What follows belongs to an exercise in optimizing a design on an open flow for small area, a short achievable clock period and few clock cycles per item; a production flow would make more cautious choices.
The RTL was checked by simulation tests, not by an equivalence proof against the original design.
Power is estimated from default activity; no workload was simulated.

Setup of wip/xenon:
==> flow/design.v (excerpt) <==
module cpu_top
(
   input  wire         CLK,
   input  wire         rst,
   input  wire         in_valid,
   input  wire  [15:0] in_instr,
   output logic        credit_return,
   output logic        result_valid,
   output logic [3:0]  result_reg,
   output logic [15:0] result
);
Size: about 320 flip-flops, ~41 I/O pins, roughly 0.017 sq mm of cells after synthesis.
clock: 4.0 ns
lec_check: 0
abc_area: 1
cap_margin: 20
core_margin: 2
core_utilization: 55
cts_buf_list: sky130_fd_sc_hd__clkbuf_8
setup_slack_margin: 2.0
slew_margin: 20
tns_end_percent: 100
standard.sh (not shown) runs the stock make flow with config.mk's settings and CLKGATE_MAP_FILE= SYNTH_SCRIPT=/design/flow/synth_recipe.tcl, a recipe that flattens the netlist after the stock synthesis.
==> flow/flow/run.sh <==
#!/bin/bash
# Standard layout, but with a smaller setup margin for the repair after
# global routing: the margin set in config.mk drives synthesis-to-CTS repair,
# GRT_SETUP_MARGIN drives the post-global-route repair.
set -euo pipefail
GRT_SETUP_MARGIN=$(cat flow/grt_margin.txt)
bash standard.sh synth floorplan place cts > stage1_to_cts.log 2>&1
sed -E "s/SETUP_SLACK_MARGIN=[0-9.]+/SETUP_SLACK_MARGIN=${GRT_SETUP_MARGIN}/" standard.sh > standard_grt.sh
bash standard_grt.sh finish > stage2_grt_to_finish.log 2>&1
==> flow/flow/grt_margin.txt <==
0
Testbench counts of wip/xenon, summed over its fixed seeds: cycles 24,016, items 24,000.
The following lists how wip/delta was set up differently from wip/xenon:
- a deleted CTS_BUF_LIST that had been sky130_fd_sc_hd__clkbuf_8
==> flow/flow/grt_margin.txt <==
1.9
==> notes.md <==
Relative to wip/xenon, wip/delta improves minimum setup slack in the final design.
Wire length on met3: wip/delta vs wip/xenon up about 4%
Number of clock buffers in the layout (lower): wip/delta
Route | wip/delta vs wip/xenon | wire longer in wip/delta
What wip/lagoon does differently from wip/delta at the input level:
==> flow/run.sh (new file) <==
#!/bin/bash
# synth_recipe.tcl (not shown) runs the flow's synth.tcl, then flattens the netlist and writes it again
# the make line also repeats each setting of config.mk as NAME=value (left out here)
make -C /OpenROAD-flow-scripts/flow DESIGN_CONFIG=/design/flow/config.mk WORK_HOME=/design/flow/orfs CLKGATE_MAP_FILE= SYNTH_SCRIPT=/design/flow/synth_recipe.tcl finish
removed: flow/flow/run.sh
removed: flow/flow/grt_margin.txt
removed: flow/standard.sh
--- outcome ---
wip/lagoon reached the end of the flow, and the finished layout is clean on the timing, DRC and antenna checks.
Delta (wip/lagoon minus wip/delta): final clock period utilization by the worst path fell 0.98 points, detailed-route wire length on metal 1 rose 830 um.
On via count of the first global-routing pass, wip/lagoon tracks wip/delta almost exactly.
Looking at cell with the biggest individual delay on the critical path, the sky130_fd_sc_hd__dfxtp_4 result is from wip/lagoon; the sky130_fd_sc_hd__nor4_1 one comes from wip/delta.
Delta (wip/lagoon minus wip/delta): sequential power essentially unchanged, total power went up 2.6%, setup slack +0.039 ns.
Reported for wip/delta and wip/lagoon, full die area turned out identical to the last digit.
From wip/delta to wip/lagoon, worst hold path depth did not move at all.
[wip/lagoon] count of cells along the worst register-to-register path rose 8 relative to wip/delta
Diff wip/delta and wip/lagoon: share of total power in the clock network lower in wip/lagoon
Count of plain and timing-repair buffers in the layout came out higher on wip/lagoon than on wip/delta.

---

## v17
cpu_top again, from the RTL that the note above started with.
==> flow/config.mk <==
export PLATFORM = sky130hd
export DESIGN_NAME = cpu_top
export DESIGN_NICKNAME = cpu_top
export VERILOG_FILES = /design/flow/design.v
export SDC_FILE = /design/flow/constraint.sdc
export NUM_CORES = 4
export LEC_CHECK = 0
export ABC_AREA = 1
export CAP_MARGIN = 20
export CORE_MARGIN = 2
export CORE_UTILIZATION = 55
export CTS_BUF_LIST = sky130_fd_sc_hd__clkbuf_8
export SETUP_SLACK_MARGIN = 2.0
export SLEW_MARGIN = 20
export TNS_END_PERCENT = 100
==> flow/constraint.sdc <==
create_clock -name core_clock -period 4.0 [get_ports {CLK}]
set_input_delay 0.8000 -clock core_clock [delete_from_list [all_inputs] [get_ports {CLK}]]
set_output_delay 0.8000 -clock core_clock [all_outputs]
set_load 0.01 [all_outputs]
==> flow/flow/run.sh <==
#!/bin/bash
# Standard layout, but with a smaller setup margin for the repair after
# global routing: the margin set in config.mk drives synthesis-to-CTS repair,
# GRT_SETUP_MARGIN drives the post-global-route repair.
set -euo pipefail
GRT_SETUP_MARGIN=$(cat flow/grt_margin.txt)
bash standard.sh synth floorplan place cts > stage1_to_cts.log 2>&1
sed -E "s/SETUP_SLACK_MARGIN=[0-9.]+/SETUP_SLACK_MARGIN=${GRT_SETUP_MARGIN}/" standard.sh > standard_grt.sh
bash standard_grt.sh finish > stage2_grt_to_finish.log 2>&1
==> flow/flow/grt_margin.txt <==
1.85
Testbench counts of v17, summed over its fixed seeds: cycles 24,016, items 24,000.
[inputs] v45 vs v17
==> flow/flow/grt_margin.txt <==
1.5
## What came out
Status | v45 and v17 | clean. | cell count | v45 vs v17 | ≈ equal |. In the flow results for v45 and v17, the internal power is smaller on v45. Diff v17 -> v45: worst hold slack held steady; number of nets produced by synthesis shows no meaningful change; setup slack down 0.053 ns; design area now sits lower.
[inputs] v55 vs v45
==> flow/flow/grt_margin.txt <==
1.85
--- a/flow/config.mk
+++ b/flow/config.mk
@@ -11,3 +11,2 @@
 export CORE_UTILIZATION = 55
-export CTS_BUF_LIST = sky130_fd_sc_hd__clkbuf_8
 export SETUP_SLACK_MARGIN = 2.0
| number of vias per cell | v55 vs v45 | 0.056 higher |. Against v45, number of inserted filler cells in the final layout in v55 fell slightly. Per the comparison of v55 with v45, detailed-routed wire length on met3 now larger; peak per-stage delay on the critical path now smaller. Count of flip-flops with a built-in enable after synthesis came out exactly the same in v45 and v55. v55: sequential share of layout area lower than v45. Diff v55..v45 | hold violation total from the final report | unchanged. [compare] base=v45 new=v55: power of the sequential group now sits at about the same level, critical path buffer and inverter count now sits higher.
What v28 does differently from v55 at the input level:
==> flow/flow/grt_margin.txt <==
1.95
--- a/flow/config.mk
+++ b/flow/config.mk
@@ -11,2 +11,3 @@
 export CORE_UTILIZATION = 55
+export CTS_BUF_LIST = sky130_fd_sc_hd__clkbuf_8
 export SETUP_SLACK_MARGIN = 2.0
Notes after the runs:
- Reported for v28 and v55, number of cells produced by synthesis turned out identical to the last digit.
- v28 has sequential share of power below what v55 had.
- Looking only at power, and setting everything else aside, the lower value of v28 and v55 goes to v55.
- Reported for v28 and v55, total negative setup slack turned out identical to the last digit.
- ~same remaining antenna violation count after routing in v28 and v55
- [compare] base=v55 new=v28: maximum achievable frequency went up about 4.3%; register area higher; total number of vias moved up; combinational group share of total power grew by 2.3 points; net switching component of the power now sits higher.
- Diff v55 -> v28 | net count of the finished layout | up by a few percent
Input changes introduced in v44 (baseline for comparison: v28):
==> flow/flow/grt_margin.txt <==
1.9
v44 vs. v28: detailed-route wire length on metal 1 dropped 1.0%; pre-CTS worst setup slack barely changed; timing-limited maximum frequency dropped 6.2 MHz; area of all placed cells without fillers dropped about 2.4%.

separate check: timing with driven ports:
No port has a modelled driver above. Below, the same layouts with a new extraction and two added sets of constraints.
Step 1: set_driving_cell puts a clkbuf_16 on CLK and a buf_2 on each other input, an assumption about the parent block.
Step 2 also shifts input and output timing later by t, the mid clock arrival at the registers, as if the neighbouring blocks saw the same clock.
Slacks: no drivers / after step 1 / after step 2; pairs: no drivers / after step 1.
run | t, ns | slack for setup (ns) | hold slack, ns | slew at the worst register clock pin (ns) | worst slew at a driven data input, ns
wip/xenon | 0.648 | 1.786 / 1.816 / 1.168 | 0.349 / 0.349 / 0.349 | 0.07 / 0.07 | 0.03
wip/delta | 0.577 | 1.876 / 1.910 / 1.334 | 0.348 / 0.348 / 0.348 | 0.07 / 0.07 | 0.04
wip/lagoon | 0.576 | 1.915 / 1.905 / 1.378 | 0.356 / 0.356 / 0.356 | 0.07 / 0.07 | 0.06
v17 | 0.651 | 1.839 / 1.872 / 1.221 | 0.348 / 0.348 / 0.348 | 0.07 / 0.07 | 0.03
v45 | 0.648 | 1.786 / 1.816 / 1.168 | 0.349 / 0.349 / 0.349 | 0.07 / 0.07 | 0.03
v55 | 0.576 | 1.849 / 1.878 / 1.303 | 0.350 / 0.350 / 0.350 | 0.06 / 0.06 | 0.04
v28 | 0.653 | 1.938 / 1.938 / 1.324 | 0.352 / 0.352 / 0.352 | 0.07 / 0.07 | 0.04
v44 | 0.653 | 1.911 / 1.934 / 1.288 | 0.353 / 0.353 / 0.353 | 0.07 / 0.07 | 0.03
After both steps setup and hold are still met in every run listed. For v44, which loses most, drivers alone change the setup slack by +0.023 ns; drivers and shift together by -0.623 ns.
